This is an optimization exercise on Yosys and OpenROAD, whose aim is small area, a short achievable clock period and few clock cycles per item, not a production implementation. RTL that was checked went through simulation tests only; none was proved equivalent to the original. Only the layout flow was run in runs 3 and 4; the RTL was not checked for function there. Power is estimated from default activity; no workload was simulated.

[flow/design.v]
package orr_pkg;
  localparam int MAX_THREADS = 16;
  localparam int ID_BITS     = 8;
  localparam int PRIO_BITS   = 8;
  localparam int IDX_W       = $clog2(MAX_THREADS);
  localparam int CNT_W       = $clog2(MAX_THREADS + 1);
  localparam logic [1:0] CMD_ADD    = 2'd0;
  localparam logic [1:0] CMD_REMOVE = 2'd1;
  localparam logic [1:0] CMD_SCHED  = 2'd2;
  localparam logic [1:0] ST_OK        = 2'd0;
  localparam logic [1:0] ST_NOT_FOUND = 2'd1;
  localparam logic [1:0] ST_FULL      = 2'd2;
  localparam logic [1:0] ST_PRESENT   = 2'd3;
  typedef struct packed {
    logic load;      
    logic compare;   
    logic locate;    
    logic execute;   
  } dp_cmd_t;
  typedef struct packed {
    logic out_hold;   
  } dp_stat_t;
endpackage
module orr_ctrl (
  input  logic                          clk,
  input  logic                          rst,
  input  logic                          in_valid,
  output logic                          in_stall,
  input  logic [1:0]                    command,
  input  logic [orr_pkg::ID_BITS-1:0]   thread_id,
  input  logic [orr_pkg::PRIO_BITS-1:0] priority_req,
  output logic                          out_valid,
  input  logic                          out_stall,
  output logic [1:0]                    status,
  output logic [orr_pkg::ID_BITS-1:0]   current_id,
  output logic                          current_valid,
  output logic                          exec,
  output logic [1:0]                    cmd_q,
  output logic [orr_pkg::ID_BITS-1:0]   id_q,
  output logic [orr_pkg::PRIO_BITS-1:0] prio_q,
  input  logic [1:0]                    res_status,
  input  logic [orr_pkg::ID_BITS-1:0]   res_id,
  input  logic                          res_valid
);
  logic                        in_full;    
  logic                        q_one;      
  logic                        q_two;      
  logic [1:0]                  old_status;
  logic [orr_pkg::ID_BITS-1:0] old_id;
  logic                        old_valid;
  logic                        accept, pop;
  assign exec      = in_full & ~q_two;
  assign in_stall  = in_full & q_two;
  assign accept    = in_valid & ~in_stall;
  assign out_valid = q_one;
  assign pop       = q_one & ~out_stall;
  assign status        = q_two ? old_status : res_status;
  assign current_id    = q_two ? old_id     : res_id;
  assign current_valid = q_two ? old_valid  : res_valid;
  always_ff @(posedge clk) begin
    if (rst) begin
      in_full <= 1'b0;
      q_one   <= 1'b0;
      q_two   <= 1'b0;
    end else begin
      in_full <= accept | (in_full & ~exec);
      if (exec & ~pop) begin
        q_one <= 1'b1;
        q_two <= q_one;
      end else if (pop & ~exec) begin
        q_one <= q_two;
        q_two <= 1'b0;
      end
    end
  end
  always_ff @(posedge clk) begin
    if (~in_stall) begin
      cmd_q  <= command;
      id_q   <= thread_id;
      prio_q <= priority_req;
    end
    if (~q_two) begin
      old_status <= res_status;
      old_id     <= res_id;
      old_valid  <= res_valid;
    end
  end
endmodule
module orr_datapath (
  input  logic                          clk,
  input  logic                          rst,
  input  logic                          exec,
  input  logic [1:0]                    cmd_q,
  input  logic [orr_pkg::ID_BITS-1:0]   id_q,
  input  logic [orr_pkg::PRIO_BITS-1:0] prio_q,
  output logic [1:0]                    res_status,
  output logic [orr_pkg::ID_BITS-1:0]   res_id,
  output logic                          res_valid
);
  localparam int N  = orr_pkg::MAX_THREADS;
  localparam int IW = orr_pkg::ID_BITS;
  localparam int PW = orr_pkg::PRIO_BITS;
  logic [N-1:0][IW-1:0] slot_id;
  logic [N-1:0][PW-1:0] slot_prio;
  logic [N-1:0]         slot_valid;
  logic [N-1:0]         slot_mark;
  logic [N-1:0]         hit, le, hit_pre;
  logic                 found, full, mark_hit, mark_last, any_mark;
  logic                 do_add, do_rem, do_sched;
  logic [N-1:0]         sel_new, sel_up, sel_dn;
  logic [N-1:0]         mark_sched;
  logic [IW-1:0]        sched_id;
  always_comb begin
    for (int i = 0; i < N; i++) begin
      hit[i] = slot_valid[i] && (slot_id[i] == id_q);
      le[i]  = slot_valid[i] && (slot_prio[i] <= prio_q);
    end
  end
  always_comb begin
    hit_pre[0] = hit[0];
    for (int i = 1; i < N; i++) hit_pre[i] = hit_pre[i-1] | hit[i];
  end
  assign found     = |hit;
  assign full      = slot_valid[N-1];
  assign mark_hit  = |(hit & slot_mark);
  assign any_mark  = |slot_mark;
  assign mark_last = |(slot_mark & ~{1'b0, slot_valid[N-1:1]});
  assign do_add   = exec && (cmd_q == orr_pkg::CMD_ADD) && !found && !full;
  assign do_rem   = exec && (cmd_q == orr_pkg::CMD_REMOVE);
  assign do_sched = exec && (cmd_q == orr_pkg::CMD_SCHED);
  always_comb begin
    for (int i = 0; i < N; i++) begin
      sel_new[i] = do_add && !le[i] && ((i == 0) || le[(i == 0) ? 0 : i-1]);
      sel_up[i]  = do_add && (i != 0) && !le[(i == 0) ? 0 : i-1];
      sel_dn[i]  = do_rem && hit_pre[i];
    end
  end
  always_comb begin
    mark_sched[0] = !any_mark || mark_last;
    for (int i = 1; i < N; i++) mark_sched[i] = slot_mark[i-1] && slot_valid[i];
  end
  always_comb begin
    sched_id = '0;
    for (int i = 0; i < N; i++) sched_id = sched_id | ({IW{mark_sched[i]}} & slot_id[i]);
  end
  always_ff @(posedge clk) begin
    for (int i = 0; i < N; i++) begin
      if (sel_new[i]) begin
        slot_id[i]   <= id_q;
        slot_prio[i] <= prio_q;
      end else if (sel_up[i]) begin
        slot_id[i]   <= slot_id[(i == 0) ? 0 : i-1];
        slot_prio[i] <= slot_prio[(i == 0) ? 0 : i-1];
      end else if (sel_dn[i] && (i != N-1)) begin
        slot_id[i]   <= slot_id[(i == N-1) ? N-1 : i+1];
        slot_prio[i] <= slot_prio[(i == N-1) ? N-1 : i+1];
      end
    end
  end
  always_ff @(posedge clk) begin
    if (rst) begin
      slot_valid <= '0;
      slot_mark  <= '0;
    end else begin
      for (int i = 0; i < N; i++) begin
        if (sel_new[i]) begin
          slot_valid[i] <= 1'b1;
          slot_mark[i]  <= 1'b0;
        end else if (sel_up[i]) begin
          slot_valid[i] <= slot_valid[(i == 0) ? 0 : i-1];
          slot_mark[i]  <= slot_mark[(i == 0) ? 0 : i-1];
        end else if (sel_dn[i]) begin
          slot_valid[i] <= (i == N-1) ? 1'b0 : slot_valid[(i == N-1) ? N-1 : i+1];
          slot_mark[i]  <= ((i == N-1) ? 1'b0 : slot_mark[(i == N-1) ? N-1 : i+1]) ||
                           (mark_hit && (i != N-1) && hit[(i == N-1) ? N-1 : i+1]) ||
                           (mark_hit && hit[0] && (i < N-1) &&
                            slot_valid[(i >= N-1) ? N-1 : i+1] &&
                            ((i >= N-2) ? 1'b1 : !slot_valid[(i >= N-2) ? N-1 : i+2]));
        end else if (do_rem) begin
          slot_mark[i]  <= slot_mark[i] ||
                           (mark_hit && (i != N-1) && hit[(i == N-1) ? N-1 : i+1]);
        end else if (do_sched) begin
          slot_mark[i]  <= mark_sched[i] && slot_valid[0];
        end
      end
    end
  end
  always_ff @(posedge clk) begin
    if (rst) begin
      res_valid <= 1'b0;
      res_id    <= '0;
    end else if (do_rem && mark_hit) begin
      res_valid <= 1'b0;
      res_id    <= '0;
    end else if (do_sched) begin
      res_valid <= slot_valid[0];
      res_id    <= slot_valid[0] ? sched_id : '0;
    end
  end
  always_ff @(posedge clk) begin
    if (exec) begin
      case (cmd_q)
        orr_pkg::CMD_ADD:    res_status <= found ? orr_pkg::ST_PRESENT :
                                           full  ? orr_pkg::ST_FULL : orr_pkg::ST_OK;
        orr_pkg::CMD_REMOVE: res_status <= found ? orr_pkg::ST_OK : orr_pkg::ST_NOT_FOUND;
        default:             res_status <= orr_pkg::ST_OK;
      endcase
    end
  end
endmodule
module priority_ordered_ready_ring_top (
  input  logic                          clk,
  input  logic                          rst,
  input  logic                          in_valid,
  output logic                          in_stall,
  input  logic [1:0]                    command,
  input  logic [orr_pkg::ID_BITS-1:0]   thread_id,
  input  logic [orr_pkg::PRIO_BITS-1:0] priority_req,
  output logic                          out_valid,
  input  logic                          out_stall,
  output logic [1:0]                    status,
  output logic [orr_pkg::ID_BITS-1:0]   current_id,
  output logic                          current_valid
);
  logic                          exec;
  logic [1:0]                    cmd_q;
  logic [orr_pkg::ID_BITS-1:0]   id_q;
  logic [orr_pkg::PRIO_BITS-1:0] prio_q;
  logic [1:0]                    res_status;
  logic [orr_pkg::ID_BITS-1:0]   res_id;
  logic                          res_valid;
  orr_ctrl u_ctrl (
    .clk           (clk),
    .rst           (rst),
    .in_valid      (in_valid),
    .in_stall      (in_stall),
    .command       (command),
    .thread_id     (thread_id),
    .priority_req  (priority_req),
    .out_valid     (out_valid),
    .out_stall     (out_stall),
    .status        (status),
    .current_id    (current_id),
    .current_valid (current_valid),
    .exec          (exec),
    .cmd_q         (cmd_q),
    .id_q          (id_q),
    .prio_q        (prio_q),
    .res_status    (res_status),
    .res_id        (res_id),
    .res_valid     (res_valid)
  );
  orr_datapath u_datapath (
    .clk        (clk),
    .rst        (rst),
    .exec       (exec),
    .cmd_q      (cmd_q),
    .id_q       (id_q),
    .prio_q     (prio_q),
    .res_status (res_status),
    .res_id     (res_id),
    .res_valid  (res_valid)
  );
endmodule
[flow/config.mk]
export PLATFORM = sky130hd
export DESIGN_NAME = priority_ordered_ready_ring_top
export DESIGN_NICKNAME = priority_ordered_ready_ring_top
export VERILOG_FILES = /design/flow/design.v
export SDC_FILE = /design/flow/constraint.sdc
export NUM_CORES = 4
export LEC_CHECK = 0
export CAP_MARGIN = 20
export CORE_MARGIN = 2
export CORE_UTILIZATION = 40
export SETUP_SLACK_MARGIN = 2.5
export SLEW_MARGIN = 20
[flow/constraint.sdc]
create_clock -name core_clock -period 6.0 [get_ports {clk}]
set_input_delay 1.2000 -clock core_clock [delete_from_list [all_inputs] [get_ports {clk}]]
set_output_delay 1.2000 -clock core_clock [all_outputs]
set_load 0.01 [all_outputs]
[flow/run.sh]
#!/bin/bash
# synth_recipe.tcl (not shown) runs the flow's synth.tcl, then flattens the netlist and writes it again
# the make line also repeats each setting of config.mk as NAME=value (left out here)
make -C /OpenROAD-flow-scripts/flow DESIGN_CONFIG=/design/flow/config.mk WORK_HOME=/design/flow/orfs CLKGATE_MAP_FILE= SYNTH_SCRIPT=/design/flow/synth_recipe.tcl finish
==> metrics.yaml, run 1 <==
skew_ns: 0.0368
start_util_pct: 40.6
grt-ovfl-total: 0
fin_crit_ns: 3.46
route.detailed.drc: 0
synth_area_leaders: "edfxtp_1, ha_1, dfxtp_1, mux2i_1, o21ai_0"
synth_top_area_share_pct: 37.8
yosysMostFrequentCell: "edfxtp_1"
numCtsBuffers: 42
cts_root_buf: "clkbuf_16"
timing.fmax_mhz: 289
track_usage_pct: 32.0
synthFlopType: "edfxtp_1"
clockBufferDepth: 3
firstDrtPassIters: 6
final_antenna_net_count: 0
synth-seq-cells: 331
path_class: "reg2reg"
avgSynthCellArea_um2: 9.74
num_antenna_cells: 0
critPathSlowestCell: "nor2_4"
num_vias: 20400
crit_path_max_fanout: 17
relSlewSlack_pct: 26.1
via_per_inst: 6.56
ios: 35
yosys-top-cells-count: "edfxtp_1, nand2_1, o21ai_0"
p_per_area_mw_per_mm2: 224
port_buffers: 34
slowest_delay_ns: 0.45
synth_largest_area_cell: "edfxtp_1"
syn_nets: 2393
holdCritPathClass: "reg2reg"
die_y_um: 238
grt_pass1_wl_mm: 133
use_met2_pct: 50.3
fp.dieW_um: 238
worstMarginPinSlew_ns: 1.10
drv_cap: 0
antenna_found_initial: 0
cp_num_buf_inv: 3
use_met1_pct: 41.5
drt-wirelength-per-cell_um: 29.9
cts_tree: "built"
rows: 85
rsz0062_at_grt: "yes"
synth-async-reset-ratio_pct: 0
drt-total-wl_mm: 92.8
crit_top_cell: "buf_4"
yosys_warnings: 2
htreeDepth: 2
layout.nets: 2519
timing.rr.start: "u_ctrl.id_q[3]$_DFFE_PN_"
cp.required_ns: 6.32
hold_viol: 0
netlist_area_mm2: 0.0219
dieArea_mm2: 0.0567
clock-sinks: 331
synth-seq-area-share_pct: 42.8
fin_crit_sh_pct: 57.7
status: "complete, no violations"
core_area_mm2: 0.0540
grt_max_degree: 34
drive_gt1_share_pct: 17.6
setup_viol: 0
timing.setup.tns_ns: 0
finalMaxSlewViolations: 0
hpwl_mm: 65.9
cp_top_family: "simple AND/OR/NAND/NOR gates"
start_kind: "flop"
end_kind: "flop"
startpoint: "u_ctrl.id_q[3]$_DFFE_PN_"
gp_congestion: 1.02
path_clk_slew_ns: 0.06
clk-insertion-delay-late_ns: 0.61
synth_edf_count: 276
grt_pass1_vias: 19600
yosysUniqueCellTypes: 77
synthCells: 2250
top_usage_layer: "met2"
ir_drop_mv: 0.216
final_core_util_pct: 48.7
globalRouteMet3Util_pct: 6.20
cp_data_arrival_time_ns: 3.78
holdCritStartpoint: "u_datapath.res_id[4]$_SDFFE_PP0P_"
crit_chain: "buf_12 -> buf_4 -> xor2_1 -> nor4_2 -> and4_2 -> nor4_4 -> and3_4 -> nand2_8 -> buf_4 -> nor2_4 -> mux2_2"
leakage_nw: 9.94
syn2layout_area_growth_pct: 20.0
initialDrtViolationCount: 2538
## metrics by stage
stage	setup WS [ns]	hold WS, ns	instances	total power [mW]	area [um2]
global route	2.42	0.475	3105	6.04	26300
global placement	1.03	0.443	2915	3.19	23100
CTS	2.42	0.458	3053	5.86	25600
detailed placement	0.949	0.448	2916	3.21	23100
finish	2.54	0.455	3105	5.89	26300
floorplan	2.53	0.434	2250	2.99	21900
## cells in the final DEF, fill, tap and decap left out, types with 34 or more instances in the layout
master | synthesis | final
edfxtp_1 | 276 | 276
nand2_1 | 229 | 209
o21ai_0 | 173 | 164
buf_4 | 20 | 154
a21oi_1 | 147 | 145
ha_1 | 121 | 121
a22oi_1 | 109 | 109
nor2_1 | 113 | 106
mux2i_1 | 99 | 99
xor2_1 | 76 | 76
o22ai_1 | 62 | 62
nand3_1 | 65 | 61
dfxtp_1 | 55 | 54
xnor2_1 | 53 | 52
inv_1 | 57 | 51
nor3_1 | 55 | 47
clkbuf_16 | 0 | 44
nand4_1 | 34 | 34
a21o_1 | 35 | 34
mux2_2 | 34 | 34
## worst register-to-register path, stage by stage, from the launching register on
cell      delay [ns]
edfxtp_1        0.43
buf_12          0.18
buf_4           0.16
xor2_1          0.26
nor4_2          0.09
and4_2          0.28
nor4_4          0.25
and3_4          0.31
nand2_8         0.14
buf_4           0.18
nor2_4          0.45
mux2_2          0.43
## metal layers
| layer | vias to the layer above | share of wire (%) |
|---|---|---|
| li1 | 8770 | - |
| met1 | 9940 | 39 |
| met2 | 1298 | 44 |
| met3 | 363 | 10 |
| met4 | 0 | 6.5 |
| met5 | - | 0 |
## worst paths after layout
kind / end / slack (ns) / depth (start not counted)
worst max register to register: u_datapath.slot_id[120]$_DFFE_PP_ / 2.54 / 11
worst max-delay path: u_datapath.slot_id[120]$_DFFE_PP_ / 2.54 / 11
worst min register to register: u_datapath.res_id[4]$_SDFFE_PP0P_ / 0.46 / 2
worst min-delay path: u_datapath.res_id[4]$_SDFFE_PP0P_ / 0.46 / 2
## where the power goes
group | internal [mW] | switching, mW
clock network | 1.56 | 1.08
logic | 0.256 | 0.389
registers | 2.53 | 0.0811
total | 4.35 | 1.55
## flip-flops by register name, summed over array words and instances, names as in the netlist, 2 cells and up
register and flops:
u_ctrl.cmd_q 2, u_ctrl.old_id 8, u_ctrl.old_status 2, u_datapath.slot_valid 16, u_ctrl.prio_q 8, u_datapath.res_status 2, u_datapath.slot_mark 16, u_datapath.slot_prio 128
u_ctrl.id_q 8, u_datapath.res_id 8, u_datapath.slot_id 128
## area by class of cell
| cell class | count | area [um2] |
|---|---|---|
| clock inverters | 25 | 240 |
| flip-flops and latches | 331 | 9390 |
| repair buffers | 227 | 2190 |
| fillers | 4971 | 27700 |
| clock buffers | 52 | 1170 |
| inverters | 58 | 246 |
| multi-input cells | 1716 | 12200 |
| well taps | 696 | 871 |
## repair_timing
item,4_1_cts,5_1_grt
hold buffers,0,0
gates resized for setup,100,67
setup buffers,53,48
endpoints found under the hold margin,0,0
endpoints found under the setup margin,565,443
pin swaps,8,20
cloned,7,4
## kinds of logic after synthesis
logic type / count (synthesis) / synth area share, %
AOI/OAI and AO/OA: 697 / 20.2
and+or+nand+nor: 631 / 14.1
DFF: 331 / 42.8
buffers and inverters: 208 / 4.53
muxes: 133 / 6.27
xor gates and xnor gates: 129 / 5.16
adders and majority gates: 121 / 6.91
Testbench counts, summed over its fixed seeds: cycles 24,016, items 24,000.
==> inputs of run 2 (changes only) <==
--- a/flow/config.mk
+++ b/flow/config.mk
@@ -9,4 +9,3 @@
 export CORE_MARGIN = 2
 export CORE_UTILIZATION = 40
-export SETUP_SLACK_MARGIN = 2.5
 export SLEW_MARGIN = 20
==> metrics.yaml, run 2 <==
status: "complete, no violations"
fp.dieW_um: 238  # unchanged
drt-total-wl_mm: 89.9  # -3.2%
grt_max_degree: 83  # +140%
yosys-top-cells-count: "edfxtp_1, nand2_1, o21ai_0"
drive_gt1_share_pct: 9.54  # -8.0 points
clock-sinks: 331  # unchanged
reg2reg_depth: 9  # -2
route.detailed.drc: 0  # unchanged
final_common_cell: "edfxtp_1"
htreeDepth: 2  # unchanged
cp.required_ns: 6.29  # -0.03 ns
worstMarginPinSlew_ns: 1.21  # +0.114 ns
critPathCapture: "u_datapath.slot_prio[101]$_DFFE_PP_"
p_int_mw: 4.23  # -2.6%
fin_cells: 2992  # -3.6%
die_y_um: 238  # unchanged
synthFlopType: "edfxtp_1"
cts_hold_buf: 0  # unchanged
reg_top3: "u_datapath.slot_id x128, u_datapath.slot_prio x128"
num_vias: 19700  # -3.2%
clk-insertion-delay-late_ns: 0.61  # about the same
critPathSlowestCell: "edfxtp_1"
yosysMostFrequentCell: "edfxtp_1"
crit_chain: "buf_4 -> xor2_1 -> nor3_1 -> and3_1 -> nor3_1 -> nand3_1 -> a211o_1 -> o21ai_1 -> buf_4"
grt_pass1_wl_mm: 131  # -1.8%
synth_top_family_by_area: "compound AO/OA/AOI/OAI gates"
synth_xor_area_share_pct: 5.16  # unchanged
rrSetupSlack_ns: 1.16  # -1.38 ns
fin_total_pwr_mw: 5.77  # -2.1%
skew_ns: 0.0331  # -0.00372 ns
port_buffers: 34  # unchanged
numCtsBuffers: 42  # unchanged
dieArea_mm2: 0.0567  # unchanged
hold_viol: 0  # unchanged
synthCells: 2250  # unchanged
yosys_warnings: 2  # unchanged
synth_area_leaders: "edfxtp_1, ha_1, dfxtp_1, mux2i_1, o21ai_0"
via_per_inst: 6.59  # +0.45%
synth_largest_area_cell: "edfxtp_1"
stdcell_area_mm2: 0.0245  # -7.0%
startpoint: "u_ctrl.id_q[1]$_DFFE_PN_"
timing.fmax_mhz: 206  # -29%
fin_crit_sh_pct: 80.7  # +23 points
crit_path_max_fanout: 12  # -5
pwr-share-comb_pct: 9.5  # -1.4 points
clkPwrFrac_pct: 45.0  # +0.3 points
synth_edf_count: 276  # unchanged
setup_ws_ns: 1.16  # -1.38 ns
path_clk_slew_ns: 0.06  # about the same
synth-seq-area-share_pct: 42.8  # unchanged
clockBufferDepth: 3  # unchanged
ios: 35  # unchanged
relSlewSlack_pct: 18.9  # -7.1 points
synth-simple-area-share_pct: 14.1  # unchanged
synth_top_area_share_pct: 37.8  # unchanged
fin_crit_ns: 4.84  # +1.38 ns
core_area_mm2: 0.0540  # unchanged
avgSynthCellArea_um2: 9.74  # unchanged
end_kind: "flop"
final_antenna_net_count: 0  # unchanged
leakage_nw: 9.10  # -8.4%
num_antenna_cells: 0  # unchanged
rr_endpoint: "u_datapath.slot_prio[101]$_DFFE_PP_"
syn_nets: 2393  # unchanged
placed_area_mm2: 0.0231  # -0.22%
synth_mux_area_share_pct: 6.27  # unchanged
synth-async-reset-ratio_pct: 0  # unchanged
grt_pass1_vias: 19200  # -2.2%
finalMaxSlewViolations: 0  # unchanged
synth_compound_area_share_pct: 20.2  # unchanged
firstDrtPassIters: 6  # unchanged
path_class: "reg2reg"
timing.setup.tns_ns: 0  # unchanged
syn2layout_area_growth_pct: 11.6
slowest_delay_ns: 0.83  # +0.38 ns
rows: 85  # unchanged
synth-seq-cells: 331  # unchanged
gp_congestion: 1.02  # +0.30%
initialDrtViolationCount: 2335  # -8.0%
setup_viol: 0  # unchanged
switching_share_pct: 26.6  # +0.36 points
synth_adder_area_share_pct: 6.91  # unchanged
layout_common_cells: "edfxtp_1, nand2_1, o21ai_0"
start_kind: "flop"
ir_drop_mv: 0.211  # -2.3%
place_inst: 2915  # -0.034%
seqPwrFrac_pct: 45.5  # +1.1 points
netlist_area_mm2: 0.0219  # unchanged
timing.rr.start: "u_ctrl.id_q[1]$_DFFE_PN_"
ctsResizeCount: 0  # -100%
fillers: 5146  # +3.5%
post-place-ws_ns: 1.35  # +0.397 ns
drv_cap: 0  # unchanged
p_per_area_mw_per_mm2: 236  # +5.2%
rsz0062_at_grt: "no"
grt-ovfl-total: 0  # unchanged
holdCritPathClass: "reg2reg"
power.switching_mw: 1.53  # -0.78%
cts_tree: "built"
cts_root_buf: "clkbuf_16"
post_cts_buffers: 0  # -100%
drt-wirelength-per-cell_um: 30.0  # +0.45%
layout.nets: 2408  # -4.4%
start_util_pct: 40.6  # unchanged
antenna_found_initial: 3  # +3
yosysUniqueCellTypes: 77  # unchanged
hpwl_mm: 65.6  # -0.50%
track_usage_pct: 31.3  # -0.64 points
cp_data_arrival_time_ns: 5.13  # +1.35 ns
==> run 2: cell counts after synthesis <==
No cell type changed its count.
==> run 2: logic make-up after synthesis <==
group	after synthesis
adders and majority gates	121
xor gates and xnor gates	129
buffers and inverters	208
muxes	133
AOI/OAI and AO/OA	697
and+or+nand+nor	631
DFF	331
==> run 2: through the flow <==
stage,hold slack [ns],util [%]
after floorplan,0.434,-
after global placement,0.450,42.7
after detailed placement,0.448,42.7
after CTS,0.455,45.2
after global routing,0.480,45.3
final,0.453,45.3
==> run 2: critical path, delay by kind of cell (launching register included) <==
family	cells	cell delay [ns]
and+or+nand+nor	4	1.55
AOI/OAI and AO/OA	2	1.23
DFF	1	0.83
buffers and inverters	2	0.70
xor gates and xnor gates	1	0.18
==> run 2: layout make-up <==
type                       instances  area (um2)  share of cell area (%)
clock inverter                    15         203                   0.829
sequential                       331        9390                    38.4
tap                              696         871                    3.56
multi-input combinational       1711       11600                    47.3
inverter                          58         219                   0.895
clock buffer                      60        1170                    4.78
timing repair buffer             121        1030                    4.21
==> run 2: worst min-delay path by stage <==
stage / startpoint / to / slack (ns) / depth (start not counted)
5_1_grt: u_ctrl.old_status[1]$_DFF_P_ / u_ctrl.old_status[1]$_DFF_P_ / 0.48 / 1
2_1_floorplan: u_datapath.res_id[0]$_SDFFE_PP0P_ / u_datapath.res_id[0]$_SDFFE_PP0P_ / 0.43 / 2
6_report: u_datapath.res_id[3]$_SDFFE_PP0P_ / u_datapath.res_id[3]$_SDFFE_PP0P_ / 0.45 / 2
3_5_place_dp: u_datapath.res_id[3]$_SDFFE_PP0P_ / u_datapath.res_id[3]$_SDFFE_PP0P_ / 0.45 / 2
4_1_cts: u_datapath.res_id[3]$_SDFFE_PP0P_ / u_datapath.res_id[3]$_SDFFE_PP0P_ / 0.46 / 2
3_3_place_gp: u_datapath.res_id[7]$_SDFFE_PP0P_ / u_datapath.res_id[7]$_SDFFE_PP0P_ / 0.45 / 2
==> run 2: power groups by stage <==
stage	sequential (mW)	combinational (mW)	clock [mW]
after CTS	2.62	0.540	2.61
after global placement	2.66	0.524	0
after floorplan	2.61	0.374	0
final	2.62	0.550	2.60
after detailed placement	2.66	0.537	0
after global routing	2.62	0.596	2.70
==> run 2: routing by layer <==
metal  GRT usage (%)  up-vias  share of wire (%)
met5               0        -              0.026
met4            16.8        4                6.1
met3            5.92      317                 10
met2            48.8     1275                 44
met1            41.3     9588                 40
li1                -     8533                  -
==> inputs of run 3 (changes only) <==
--- a/flow/design.v
+++ b/flow/design.v
@@ -144,17 +144,23 @@
     for (int i = 0; i < N; i++) sched_id = sched_id | ({IW{mark_sched[i]}} & slot_id[i]);
   end
-  always_ff @(posedge clk) begin
+  logic [N-1:0] sel_hold;
+  logic [N-1:0][IW-1:0] id_up, id_dn, id_nx;
+  logic [N-1:0][PW-1:0] pr_up, pr_dn, pr_nx;
+  always_comb begin
     for (int i = 0; i < N; i++) begin
-      if (sel_new[i]) begin
-        slot_id[i]   <= id_q;
-        slot_prio[i] <= prio_q;
-      end else if (sel_up[i]) begin
-        slot_id[i]   <= slot_id[(i == 0) ? 0 : i-1];
-        slot_prio[i] <= slot_prio[(i == 0) ? 0 : i-1];
-      end else if (sel_dn[i] && (i != N-1)) begin
-        slot_id[i]   <= slot_id[(i == N-1) ? N-1 : i+1];
-        slot_prio[i] <= slot_prio[(i == N-1) ? N-1 : i+1];
-      end
-    end
+      sel_hold[i] = !(sel_new[i] || sel_up[i] || (sel_dn[i] && (i != N-1)));
+      id_up[i] = (i == 0)   ? '0 : slot_id[(i == 0) ? 0 : i-1];
+      pr_up[i] = (i == 0)   ? '0 : slot_prio[(i == 0) ? 0 : i-1];
+      id_dn[i] = (i == N-1) ? '0 : slot_id[(i == N-1) ? N-1 : i+1];
+      pr_dn[i] = (i == N-1) ? '0 : slot_prio[(i == N-1) ? N-1 : i+1];
+      id_nx[i] = ({IW{sel_hold[i]}} & slot_id[i]) | ({IW{sel_new[i]}} & id_q) |
+                 ({IW{sel_up[i]}} & id_up[i]) | ({IW{sel_dn[i]}} & id_dn[i]);
+      pr_nx[i] = ({PW{sel_hold[i]}} & slot_prio[i]) | ({PW{sel_new[i]}} & prio_q) |
+                 ({PW{sel_up[i]}} & pr_up[i]) | ({PW{sel_dn[i]}} & pr_dn[i]);
+    end
+  end
+  always_ff @(posedge clk) begin
+    slot_id   <= id_nx;
+    slot_prio <= pr_nx;
   end
   always_ff @(posedge clk) begin
--- a/flow/config.mk
+++ b/flow/config.mk
@@ -9,3 +9,4 @@
 export CORE_MARGIN = 2
 export CORE_UTILIZATION = 40
+export SETUP_SLACK_MARGIN = 2.5
 export SLEW_MARGIN = 20
==> metrics.yaml, run 3 <==
status: "complete, no violations"
path_clk_slew_ns: 0.06  # about the same
end_kind: "flop"
wl_met3_mm: 7.29  # -19%
num_antenna_cells: 0  # unchanged
route.detailed.drc: 0  # unchanged
timing.fmax_mhz: 284  # +38%
hold_viol: 0  # unchanged
synthFlopType: "dfxtp_1"
clock-sinks: 331  # unchanged
fin_crit_sh_pct: 58.6  # -22 points
clockBufferDepth: 3  # unchanged
layout.nets: 2317  # -3.8%
ir_drop_mv: 0.217  # +2.9%
drt-wirelength-per-cell_um: 28.1  # -6.5%
p_per_area_mw_per_mm2: 302  # +28%
core_area_mm2: 0.0500  # -7.5%
cp.required_ns: 6.47  # +0.18 ns
port_buffers: 34  # unchanged
fin_crit_ns: 3.52  # -1.33 ns
grt_pass1_vias: 18500  # -3.8%
track_usage_pct: 29.5  # -1.8 points
start_util_pct: 40.4  # -0.20 points
worstMarginPinSlew_ns: 1.14  # -0.0755 ns
synthCells: 2114  # -6.0%
drive_gt1_share_pct: 15.4  # +5.9 points
relSlewSlack_pct: 24.0  # +5.0 points
cp_data_arrival_time_ns: 3.98  # -1.15 ns
cts_root_buf: "clkbuf_16"
fp.dieW_um: 229  # -4.0%
die_y_um: 229  # -4.0%
layout_common_cells: "dfxtp_1, a22o_1, a221o_1"
final_antenna_net_count: 0  # unchanged
clk-insertion-delay-late_ns: 0.59  # -0.02 ns
antenna_found_initial: 0  # -3
rsz0062_at_grt: "yes"
numCtsBuffers: 40  # -4.8%
holdCritPathClass: "reg2reg"
dieArea_mm2: 0.0522  # -7.8%
firstDrtPassIters: 6  # unchanged
reg_top3: "u_datapath.slot_id x128, u_datapath.slot_prio x128"
synth_area_leaders: "dfxtp_1, a221o_1, a22o_1, ha_1, a222oi_1"
synth-seq-area-share_pct: 33.9  # -9.0 points
final_common_cell: "dfxtp_1"
path_class: "reg2reg"
initialDrtViolationCount: 2751  # +18%
yosys-top-cells-count: "dfxtp_1, a22o_1, a221o_1"
avgSynthCellArea_um2: 9.54  # -2.0%
leakage_nw: 9.49  # +4.2%
yosysMostFrequentCell: "dfxtp_1"
synth_edf_count: 20  # -93%
timing.setup.tns_ns: 0  # unchanged
yosys_warnings: 2  # unchanged
synth-async-reset-ratio_pct: 0  # unchanged
syn2layout_area_growth_pct: 16.4
gp_congestion: 1.01  # -0.55%
cts_tree: "built"
setup_viol: 0  # unchanged
num_vias: 19300  # -2.2%
grt-ovfl-total: 0  # unchanged
wl_met2_mm: 35.7  # -9.6%
netlist_area_mm2: 0.0202  # -8.0%
finalMaxSlewViolations: 0  # unchanged
top_layer_used: "met4"
hpwl_mm: 56.9  # -13%
drv_cap: 0  # unchanged
ios: 35  # unchanged
synth-seq-cells: 331  # unchanged
htreeDepth: 2  # unchanged
rows: 82  # -3.5%
drt-met1-wl_mm: 33.5  # -6.7%
synth_largest_area_cell: "dfxtp_1"
synth_top_area_share_pct: 30.9  # -7.0 points
via_per_inst: 6.71  # +1.8%
drt-total-wl_mm: 80.7  # -10%
yosysUniqueCellTypes: 88  # +14%
fin_cells: 2873  # -4.0%
grt_pass1_wl_mm: 119  # -9.0%
crit_path_max_fanout: 12  # unchanged
start_kind: "flop"
skew_ns: 0.0268  # -0.00626 ns
syn_nets: 2257  # -5.7%
grt_max_degree: 37  # -55%
place_inst: 2707  # -7.1%
run 3: cell count changes after synthesis, moves of 57 or more:
cell / delta
dfxtp_1: +256
edfxtp_1: -256
a22o_1: +167
a221o_1: +157
o21ai_0: -128
a21oi_1: -81
mux2i_1: -79
nand2_1: -71
a222oi_1: +63
a22oi_1: -57
run 3: worst paths after layout:
path                                       end  slack [ns]                         startpoint  cells past startpoint
max           u_datapath.slot_prio[41]$_DFF_P_        2.48           u_ctrl.id_q[6]$_DFFE_PN_                     13
min reg2reg  u_datapath.slot_prio[123]$_DFF_P_        0.46  u_datapath.slot_prio[123]$_DFF_P_                      2
max reg2reg   u_datapath.slot_prio[41]$_DFF_P_        2.48           u_ctrl.id_q[6]$_DFFE_PN_                     13
min          u_datapath.slot_prio[123]$_DFF_P_        0.46  u_datapath.slot_prio[123]$_DFF_P_                      2
run 3: layout make-up:
cell class,instances,area [um2]
multi-input combinational,1536,12500
clock buffer,57,1140
clock inverter,12,148
timing repair buffer,194,1790
inverter,71,285
tap,672,841
sequential,331,6830
fill,4708,26500
run 3: critical path: stages (launching register included):
cell	delay, ns
edfxtp_1	0.42
buf_12	0.18
buf_4	0.14
xor2_1	0.27
nor4_2	0.10
and4_2	0.29
and4bb_4	0.33
and3_4	0.32
buf_4	0.15
and3_4	0.32
and3_4	0.34
nor3_4	0.07
buf_4	0.17
a221o_1	0.30
run 3: power breakdown:
group          internal [mW]  switching (mW)  leakage [nW]
registers               2.60           0.712          2.75
clock network           1.41            1.03         0.631
logic                  0.686           0.648          6.10
total                   4.70            2.39          9.49
run 3: logic make-up (layout without fill, tap and decap cells):
family	Yosys count	count (layout)	synth area share (%)
adder cells (fa/ha/maj)	121	121	7.51
XOR/XNOR	129	129	5.60
AO/OA/AOI/OAI	785	786	32.4
flip-flops	331	331	33.9
multiplexers	31	31	1.61
buffers and inverters	253	334	6.22
AND/OR/NAND/NOR	464	469	12.8
run 3: repair_timing:
action	4_1_cts	5_1_grt
setup buffers	65	25
hold buffers	0	0
resized for setup	46	43
pin swaps	19	12
cloned	2	5
setup endpoints to repair	278	259
run 3: per-stage QoR:
stage          worst slack (ns)  area, um2  hold slack [ns]  power, mW  util, %
2_1_floorplan              2.51      20200            0.426       3.96        -
4_1_cts                    2.50      23000            0.459       7.01     46.1
3_3_place_gp               1.47      20900            0.439       4.49     41.8
5_1_grt                    2.44      23500            0.479       7.36     47.0
6_report                   2.48      23500            0.456       7.09     47.0
3_5_place_dp               1.41      20900            0.446       4.53     41.8
run 3: routing by layer:
metal  track usage (%)  up-vias
met1              39.3     9462
met5                 0        -
met4              15.4        0
met3              5.74      227
li1                  -     8483
met2              45.2     1103
==> inputs of run 4 (changes only) <==
--- a/flow/config.mk
+++ b/flow/config.mk
@@ -9,4 +9,4 @@
 export CORE_MARGIN = 2
 export CORE_UTILIZATION = 40
-export SETUP_SLACK_MARGIN = 2.5
+export SETUP_SLACK_MARGIN = 3.2
 export SLEW_MARGIN = 20
==> metrics.yaml, run 4 <==
netlist_area_mm2: 0.0202  # unchanged
synth-seq-area-share_pct: 33.9  # unchanged
start_kind: "flop"
yosys-top-cells-count: "dfxtp_1, a22o_1, a221o_1"
avgSynthCellArea_um2: 9.54  # unchanged
reg_top3: "u_datapath.slot_id x128, u_datapath.slot_prio x128"
holdCritPathClass: "reg2reg"
syn_nets: 2257  # unchanged
fin_total_pwr_mw: 7.44  # +4.9%
port_buffers: 34  # unchanged
fin_crit_ns: 3.43  # -0.0864 ns
final_core_util_pct: 55.0  # +8.0 points
gp_congestion: 1.03  # +1.7%
crit_path_max_fanout: 8  # -4
cts_hold_buf: 0  # unchanged
start_util_pct: 40.4  # unchanged
status: "complete, no violations"
synth-async-reset-ratio_pct: 0  # unchanged
firstDrtPassIters: 9  # +3
yosysUniqueCellTypes: 88  # unchanged
layout.nets: 2532  # +9.3%
hpwl_mm: 57.9  # +1.8%
rows: 82  # unchanged
cts_root_buf: "clkbuf_16"
drive_gt1_share_pct: 28.2  # +13 points
fillers: 4275  # -9.2%
yosysMostFrequentCell: "dfxtp_1"
grt_pass1_vias: 20000  # +8.4%
synth_top_area_share_pct: 30.9  # unchanged
final_antenna_net_count: 0  # unchanged
drt-total-wl_mm: 95.1  # +18%
syn2layout_area_growth_pct: 36.2
synth_edf_count: 20  # unchanged
yosys_warnings: 2  # unchanged
num_antenna_cells: 0  # unchanged
layout_common_cells: "dfxtp_1, a22o_1, a221o_1"
rrSetupSlack_ns: 2.57  # +0.09 ns
antenna_found_initial: 1  # +1
core_area_mm2: 0.0500  # unchanged
worstMarginPinSlew_ns: 1.22  # +0.0792 ns
leakage_nw: 11.4  # +20%
num_vias: 21400  # +11%
clockBufferDepth: 3  # unchanged
fin_crit_sh_pct: 57.2  # -1.4 points
synth_largest_area_cell: "dfxtp_1"
drv_cap: 0  # unchanged
initialDrtViolationCount: 3218  # +17%
synth-seq-cells: 331  # unchanged
drt-wirelength-per-cell_um: 30.8  # +9.6%
die_y_um: 229  # unchanged
hold_slack_ns: 0.453  # -0.00283 ns
cp_data_arrival_time_ns: 3.89  # -0.09 ns
path_clk_slew_ns: 0.06  # about the same
grt_max_degree: 38  # +2.7%
p_per_area_mw_per_mm2: 271  # -10%
fp.dieW_um: 229  # unchanged
clock-sinks: 331  # unchanged
ir_drop_mv: 0.207  # -4.5%
cts_tree: "built"
synthCells: 2114  # unchanged
end_kind: "flop"
clk-insertion-delay-late_ns: 0.59  # about the same
route.detailed.drc: 0  # unchanged
cp.required_ns: 6.46  # about the same
finalMaxSlewViolations: 0  # unchanged
synthFlopType: "dfxtp_1"
track_usage_pct: 34.2  # +4.7 points
timing.setup.tns_ns: 0  # unchanged
dieArea_mm2: 0.0522  # unchanged
grt_pass1_wl_mm: 136  # +14%
synth_area_leaders: "dfxtp_1, a221o_1, a22o_1, ha_1, a222oi_1"
path_class: "reg2reg"
final_common_cell: "dfxtp_1"
timing.fmax_mhz: 292  # +2.5%
setup_viol: 0  # unchanged
ios: 35  # unchanged
hold_viol: 0  # unchanged
numCtsBuffers: 39  # -2.5%
via_per_inst: 6.91  # +3.0%
rsz0062_at_grt: "yes"
grt-ovfl-total: 0  # unchanged
skew_ns: 0.0301  # +0.00330 ns
htreeDepth: 2  # unchanged
relSlewSlack_pct: 18.7  # -5.3 points
==> run 4: path summary, 6_finish.rpt <==
path / from / end / cells past startpoint
worst min-delay path: u_datapath.slot_prio[127]$_DFF_P_ / u_datapath.slot_prio[127]$_DFF_P_ / 2
worst min register to register: u_datapath.slot_prio[127]$_DFF_P_ / u_datapath.slot_prio[127]$_DFF_P_ / 2
worst max register to register: u_ctrl.id_q[5]$_DFFE_PN_ / u_datapath.slot_prio[42]$_DFF_P_ / 14
worst max-delay path: u_ctrl.id_q[5]$_DFFE_PN_ / u_datapath.slot_prio[42]$_DFF_P_ / 14
==> run 4: per-layer routing <==
| metal | part of all wire, % | routed length (um) | global-route usage (%) |
|---|---|---|---|
| met1 | 38 | 36500 | 45.0 |
| met2 | 43 | 41200 | 51.5 |
| met3 | 11 | 10800 | 7.50 |
| met4 | 7.0 | 6630 | 19.5 |
| met5 | 0.0084 | 8 | 0 |
==> run 4: stage by stage <==
step,cells,setup WS (ns),instance area [um2]
after floorplan,2114,3.12,20400
after global placement,2696,1.15,20900
after detailed placement,2696,1.07,20900
after CTS,3014,2.77,25900
after global routing,3091,2.54,27500
final,3091,2.57,27500
==> run 4: repair_timing <==
action / in CTS / in global routing
setup buffers: 202 / 64
gates resized for setup: 349 / 171
pin swaps: 101 / 125
cloned: 45 / 12
endpoints found under the setup margin: 311 / 308
==> run 4: final cells by class <==
cell class	count	area, um2	share of cell area (%)
sequential	331	6830	24.9
timing repair buffer	400	4760	17.3
tap	672	841	3.06
multi-input combinational	1546	13400	48.8
clock buffer	55	1160	4.22
inverter	71	298	1.08
clock inverter	16	176	0.642
==> run 4: critical path: stages, from the launching register on <==
cell and delay (ns):
edfxtp_1 0.39, buf_6 0.18, buf_12 0.16, xor2_4 0.18
nor4_4 0.35, nand4_1 0.24, and4bb_4 0.35, and3_4 0.25
buf_4 0.16, buf_6 0.12, and3_4 0.15, and3_4 0.21
buf_6 0.15, a22o_1 0.17, a221o_1 0.26
==> run 4: cell families after synthesis <==
group / count (synthesis) / share of synthesized area (%)
AOI/OAI and AO/OA: 785 / 32.4
xor gates and xnor gates: 129 / 5.60
adders and majority gates: 121 / 7.51
buffers and inverters: 253 / 6.22
DFF: 331 / 33.9
muxes: 31 / 1.61
and+or+nand+nor: 464 / 12.8
==> run 4: where the power goes <==
group	internal, mW	switching (mW)
logic	0.793	0.732
clock network	1.48	1.04
registers	2.60	0.784

## afterwards: timing with drivers on the ports
The flow's constraints put no driver on any port. The routed layouts listed below were extracted and timed again, unchanged, in two steps.
Step 1 assumes that a clkbuf_16 drives the clock port and a buf_2 every other input.
Step 2 adds t to the input delays and takes it off the output delays; t is the mean of the earliest and latest rising clock arrival at the registers after step 1. Input paths then give back, and output paths get back, about the clock's delay inside the block.
a / b / c = ideal / step 1 / step 2; a / b = the first two.
| run | t, ns | slack for setup (ns) | hold slack, ns |
|---|---|---|---|
| run 1 | 0.649 | 2.538 / 2.538 / 2.538 | 0.455 / 0.455 / 0.455 |
| run 2 | 0.653 | 1.157 / 1.157 / 1.157 | 0.453 / 0.453 / 0.453 |
| run 3 | 0.637 | 2.484 / 2.484 / 2.484 | 0.456 / 0.456 / 0.456 |
| run 4 | 0.624 | 2.570 / 2.570 / 2.570 | 0.453 / 0.453 / 0.453 |
After both steps setup and hold are still met in every run listed.
